What follows belongs to an exercise in optimizing a design on an open flow for small area; a production flow would make more cautious choices.
RTL that was checked went through simulation tests only; none was proved equivalent to the original.
Power figures rest on the tool's default switching activity, not on a simulated workload.

## main
==> module operand_fwd, before the edit <==
module operand_fwd (
    input  logic              rst,
    input  logic              read_i,
    input  logic [4:0]        addr_i,
    input  logic [31:1][31:0] regs_i,
    input  logic [31:1]       nz_i,         
    input  logic              wb_we_i,
    input  logic [4:0]        wb_waddr_i,
    input  logic [31:0]       imm_i,
    input  logic              imm_nz_i,     
    input  logic              ex_wreg_i,
    input  logic [4:0]        ex_wd_i,
    input  logic [31:0]       ex_wdata_i,
    input  logic              mem_wreg_i,
    input  logic [4:0]        mem_wd_i,
    input  logic [31:0]       mem_wdata_i,
    input  logic [31:0]       wb_wdata_i,
    output logic [31:0]       operand_o,
    output logic              nonzero_o     
);
    logic [31:1] dec;
    logic        wb_hit;
    logic        sel_wb;
    logic [31:0] regval;
    logic        ex_hit;
    logic        mem_hit;
    logic        sel_ex;
    logic        sel_mem;
    logic        sel_rf;
    logic        sel_imm;
    always_comb begin
        for (int k = 1; k < 32; k++) begin
            dec[k] = (addr_i == k[4:0]);
        end
    end
    always_comb begin
        regval = '0;
        for (int k = 1; k < 32; k++) begin
            regval = regval | ({32{dec[k]}} & regs_i[k]);
        end
    end
    assign ex_hit  = ex_wreg_i & (ex_wd_i == addr_i);
    assign mem_hit = mem_wreg_i & (mem_wd_i == addr_i);
    assign wb_hit  = wb_we_i & (wb_waddr_i == addr_i) & (addr_i != 5'd0);
    assign sel_ex  = ~rst & read_i & ex_hit;
    assign sel_mem = ~rst & read_i & ~ex_hit & mem_hit;
    assign sel_wb  = ~rst & read_i & ~ex_hit & ~mem_hit & wb_hit;
    assign sel_rf  = ~rst & read_i & ~ex_hit & ~mem_hit & ~wb_hit;
    assign sel_imm = ~rst & ~read_i;
    assign operand_o = ({32{sel_ex}} & ex_wdata_i)
                     | ({32{sel_mem}} & mem_wdata_i)
                     | ({32{sel_wb}} & wb_wdata_i)
                     | ({32{sel_rf}} & regval)
                     | ({32{sel_imm}} & imm_i);
    assign nonzero_o = (sel_ex & (|ex_wdata_i))
                     | (sel_mem & (|mem_wdata_i))
                     | (sel_wb & (|wb_wdata_i))
                     | (sel_rf & (|(dec & nz_i)))
                     | (sel_imm & imm_nz_i);
endmodule
==> module reg_file, before the edit <==
module reg_file (
    input  logic              clk,
    input  logic              rst,
    input  logic              we_i,
    input  logic [4:0]        waddr_i,
    input  logic [31:0]       wdata_i,
    output logic [31:1][31:0] regs_o,
    output logic [31:1]       nz_o
);
    logic [31:1][31:0] regs;
    logic [31:1]       nz;
    logic [31:0]       wd;
    logic [31:1]       wen;
    assign wd = rst ? 32'b0 : wdata_i;
    always_comb begin
        for (int k = 1; k < 32; k++) begin
            wen[k] = we_i && (waddr_i == k[4:0]);
        end
    end
    always_ff @(posedge clk) begin
        for (int k = 1; k < 32; k++) begin
            if (rst || wen[k]) begin
                regs[k] <= wd;
                nz[k]   <= |wd;
            end
        end
    end
    assign regs_o = regs;
    assign nz_o   = nz;
endmodule
==> module decode_stage, before the edit <==
module decode_stage (
    input   logic        clk,
    input   logic        rst,
    input   logic [31:0] inst_i,
    input   logic        ex_wreg_i,
    input   logic [4:0]  ex_wd_i,
    input   logic [31:0] ex_wdata_i,
    input   logic        mem_wreg_i,
    input   logic [4:0]  mem_wd_i,
    input   logic [31:0] mem_wdata_i,
    input   logic        wb_we_i,
    input   logic [4:0]  wb_waddr_i,
    input   logic [31:0] wb_wdata_i,
    output  logic [7:0]  aluop_o,
    output  logic [2:0]  alusel_o,
    output  logic        wreg_o,
    output  logic [4:0]  wd_o,
    output  logic [31:0] reg1_o,
    output  logic [31:0] reg2_o
);
    logic [7:0]        aluop;
    logic [2:0]        alusel;
    logic              wreg_raw;
    logic              movn;
    logic              movz;
    logic [4:0]        wd;
    logic              rd1;
    logic              rd2;
    logic              shamt;
    logic              sext;
    logic              upper;
    logic [31:0]       imm1;
    logic [31:0]       imm2;
    logic [31:1][31:0] regs;
    logic [31:1]       nz;
    logic              imm1_nz;
    logic              imm2_nz;
    logic              rs_nonzero;
    logic              rt_nonzero;
    inst_decoder u_decoder (
        .inst_i     (inst_i),
        .aluop_o    (aluop),
        .alusel_o   (alusel),
        .wreg_raw_o (wreg_raw),
        .movn_o     (movn),
        .movz_o     (movz),
        .wd_o       (wd),
        .rd1_o      (rd1),
        .rd2_o      (rd2),
        .shamt_o    (shamt),
        .sext_o     (sext),
        .upper_o    (upper)
    );
    imm_gen u_imm (
        .inst_i  (inst_i),
        .shamt_i (shamt),
        .sext_i  (sext),
        .upper_i (upper),
        .imm1_o  (imm1),
        .imm2_o  (imm2)
    );
    reg_file u_regs (
        .clk     (clk),
        .rst     (rst),
        .we_i    (wb_we_i),
        .waddr_i (wb_waddr_i),
        .wdata_i (wb_wdata_i),
        .regs_o  (regs),
        .nz_o    (nz)
    );
    operand_fwd fwd_rs (
        .rst         (rst),
        .read_i      (rd1),
        .addr_i      (inst_i[25:21]),
        .regs_i      (regs),
        .nz_i        (nz),
        .wb_we_i     (wb_we_i),
        .wb_waddr_i  (wb_waddr_i),
        .imm_i       (imm1),
        .imm_nz_i    (imm1_nz),
        .ex_wreg_i   (ex_wreg_i),
        .ex_wd_i     (ex_wd_i),
        .ex_wdata_i  (ex_wdata_i),
        .mem_wreg_i  (mem_wreg_i),
        .mem_wd_i    (mem_wd_i),
        .mem_wdata_i (mem_wdata_i),
        .wb_wdata_i  (wb_wdata_i),
        .operand_o   (reg1_o),
        .nonzero_o   (rs_nonzero)
    );
    operand_fwd fwd_rt (
        .rst         (rst),
        .read_i      (rd2),
        .addr_i      (inst_i[20:16]),
        .regs_i      (regs),
        .nz_i        (nz),
        .wb_we_i     (wb_we_i),
        .wb_waddr_i  (wb_waddr_i),
        .imm_i       (imm2),
        .imm_nz_i    (imm2_nz),
        .ex_wreg_i   (ex_wreg_i),
        .ex_wd_i     (ex_wd_i),
        .ex_wdata_i  (ex_wdata_i),
        .mem_wreg_i  (mem_wreg_i),
        .mem_wd_i    (mem_wd_i),
        .mem_wdata_i (mem_wdata_i),
        .wb_wdata_i  (wb_wdata_i),
        .operand_o   (reg2_o),
        .nonzero_o   (rt_nonzero)
    );
    assign imm1_nz = |imm1;
    assign imm2_nz = |inst_i[15:0];
    assign aluop_o  = rst ? 8'h00 : aluop;
    assign alusel_o = rst ? 3'd0 : alusel;
    assign wd_o     = rst ? 5'd0 : wd;
    assign wreg_o   = ~rst & (wreg_raw | (movn & rt_nonzero) | (movz & ~rt_nonzero));
endmodule
Settings: LEC_CHECK=0, ABC_CLOCK_PERIOD_IN_PS=7000, CAP_MARGIN=20, CORE_MARGIN=2, CORE_UTILIZATION=30, SLEW_MARGIN=20; clock period 8.5 ns.
standard.sh (not shown) runs the stock make flow with config.mk's settings and CLKGATE_MAP_FILE= SYNTH_SCRIPT=/design/flow/synth_recipe.tcl, a recipe that flattens the netlist after the stock synthesis.
==> flow/flow/run.sh <==
#!/bin/bash
# Layout flow: the standard ORFS flow (standard.sh) with three changes to
# how the layout is built, not to what it is measured against:
#  - ports are buffered with a plain buffer instead of a delay cell,
#  - clock tree synthesis uses small clock buffers and inserts no dummy loads.
# Synthesis is the standard one. ORFS writes each step's log under orfs/logs;
# make's own output goes to flow_make.log here.
set -euo pipefail
cd "$(dirname "$0")/.."
bash standard.sh finish \
  "BUFFER_PORTS_ARGS=-buffer_cell sky130_fd_sc_hd__buf_2" \
  "CTS_ARGS=-sink_clustering_enable -repair_clock_nets -dont_use_dummy_load -buf_list {sky130_fd_sc_hd__clkbuf_4 sky130_fd_sc_hd__clkbuf_8}" \
  > flow_make.log 2>&1
## Diff of input files: the feature branch against main
--- a/flow/design.v
+++ b/flow/design.v
@@ -120,9 +120,8 @@
     input  logic              rst,
     input  logic              read_i,
     input  logic [4:0]        addr_i,
     input  logic [31:1][31:0] regs_i,
-    input  logic [31:1]       nz_i,         
     input  logic              wb_we_i,
     input  logic [4:0]        wb_waddr_i,
     input  logic [31:0]       imm_i,
     input  logic              imm_nz_i,     
@@ -172,40 +171,36 @@
                      | ({32{sel_imm}} & imm_i);
     assign nonzero_o = (sel_ex & (|ex_wdata_i))
                      | (sel_mem & (|mem_wdata_i))
                      | (sel_wb & (|wb_wdata_i))
-                     | (sel_rf & (|(dec & nz_i)))
+                     | (sel_rf & (|regval))
                      | (sel_imm & imm_nz_i);
 endmodule
 module reg_file (
     input  logic              clk,
     input  logic              rst,
     input  logic              we_i,
     input  logic [4:0]        waddr_i,
     input  logic [31:0]       wdata_i,
-    output logic [31:1][31:0] regs_o,
-    output logic [31:1]       nz_o
+    output logic [31:1]       wen_o,
+    output logic [31:1][31:0] regs_o
 );
     logic [31:1][31:0] regs;
-    logic [31:1]       nz;
     logic [31:0]       wd;
-    logic [31:1]       wen;
     assign wd = rst ? 32'b0 : wdata_i;
     always_comb begin
         for (int k = 1; k < 32; k++) begin
-            wen[k] = we_i && (waddr_i == k[4:0]);
+            wen_o[k] = we_i && (waddr_i == k[4:0]);
         end
     end
     always_ff @(posedge clk) begin
         for (int k = 1; k < 32; k++) begin
-            if (rst || wen[k]) begin
+            if (rst || wen_o[k]) begin
                 regs[k] <= wd;
-                nz[k]   <= |wd;
             end
         end
     end
     assign regs_o = regs;
-    assign nz_o   = nz;
 endmodule
 module decode_stage (
     input   logic        clk,
     input   logic        rst,
@@ -239,9 +234,9 @@
     logic              upper;
     logic [31:0]       imm1;
     logic [31:0]       imm2;
     logic [31:1][31:0] regs;
-    logic [31:1]       nz;
+    logic [31:1]       wen;
     logic              imm1_nz;
     logic              imm2_nz;
     logic              rs_nonzero;
     logic              rt_nonzero;
@@ -272,17 +267,16 @@
         .rst     (rst),
         .we_i    (wb_we_i),
         .waddr_i (wb_waddr_i),
         .wdata_i (wb_wdata_i),
-        .regs_o  (regs),
-        .nz_o    (nz)
+        .wen_o   (wen),
+        .regs_o  (regs)
     );
     operand_fwd fwd_rs (
         .rst         (rst),
         .read_i      (rd1),
         .addr_i      (inst_i[25:21]),
         .regs_i      (regs),
-        .nz_i        (nz),
         .wb_we_i     (wb_we_i),
         .wb_waddr_i  (wb_waddr_i),
         .imm_i       (imm1),
         .imm_nz_i    (imm1_nz),
@@ -300,9 +294,8 @@
         .rst         (rst),
         .read_i      (rd2),
         .addr_i      (inst_i[20:16]),
         .regs_i      (regs),
-        .nz_i        (nz),
         .wb_we_i     (wb_we_i),
         .wb_waddr_i  (wb_waddr_i),
         .imm_i       (imm2),
         .imm_nz_i    (imm2_nz),
Findings:
For the worst setup slack, the feature branch came in 1.28 ns lower than main did. Going from main to the feature branch, the sequential portion of the cell area was found to have gone down by 3.1 points. Compared with main, in the feature branch total wirelength of the detailed-routed design now larger; post-route total power now larger. The feature branch ends up with higher fraction of power consumed by combinational cells than main does. Minimum period implied by the final worst setup slack: lower on main. From the logs: the feature branch reached the end of the flow and failed the layout checks with negative setup slack. Area added between synthesis and finish (the feature branch over main): increase, 0.91 points. The feature branch against main; post-route cell area is up by a few percent. main → the feature branch: final cell count rose 69, wire length of the first global-routing pass has increased. Compared to main, the feature branch has clock sink count 3.0% lower. Arrival time of the worst setup path up 1.28 ns in the feature branch wrt main. Relative to main, sequential cell count decreased by 31 in the feature branch.
For the feature branch, only the layout was checked, not whether the RTL still works.

what the ideal ports hide:
No port has a modelled driver above. Below, the same layouts with a new extraction and two added sets of constraints.
Step 1: set_driving_cell puts a clkbuf_16 on clk and a buf_2 on each other input, an assumption about the parent block.
Step 2, shift: input delay + t, output delay - t, t = (earliest + latest rising clock arrival at the registers) / 2. This alone moves slack from input paths to output paths.
Three values: ideal, step 1, step 2; two values: the first two.
run | t, ns | setup slack, ns | worst slew at a driven data input, ns
main | 0.916 | 1.046 / 1.026 / 1.026 | 0.22
the feature branch | 0.956 | -0.233 / -0.372 / -0.372 | 0.13
For the feature branch, which loses most, drivers alone change the setup slack by -0.139 ns; drivers and shift together by -0.139 ns.
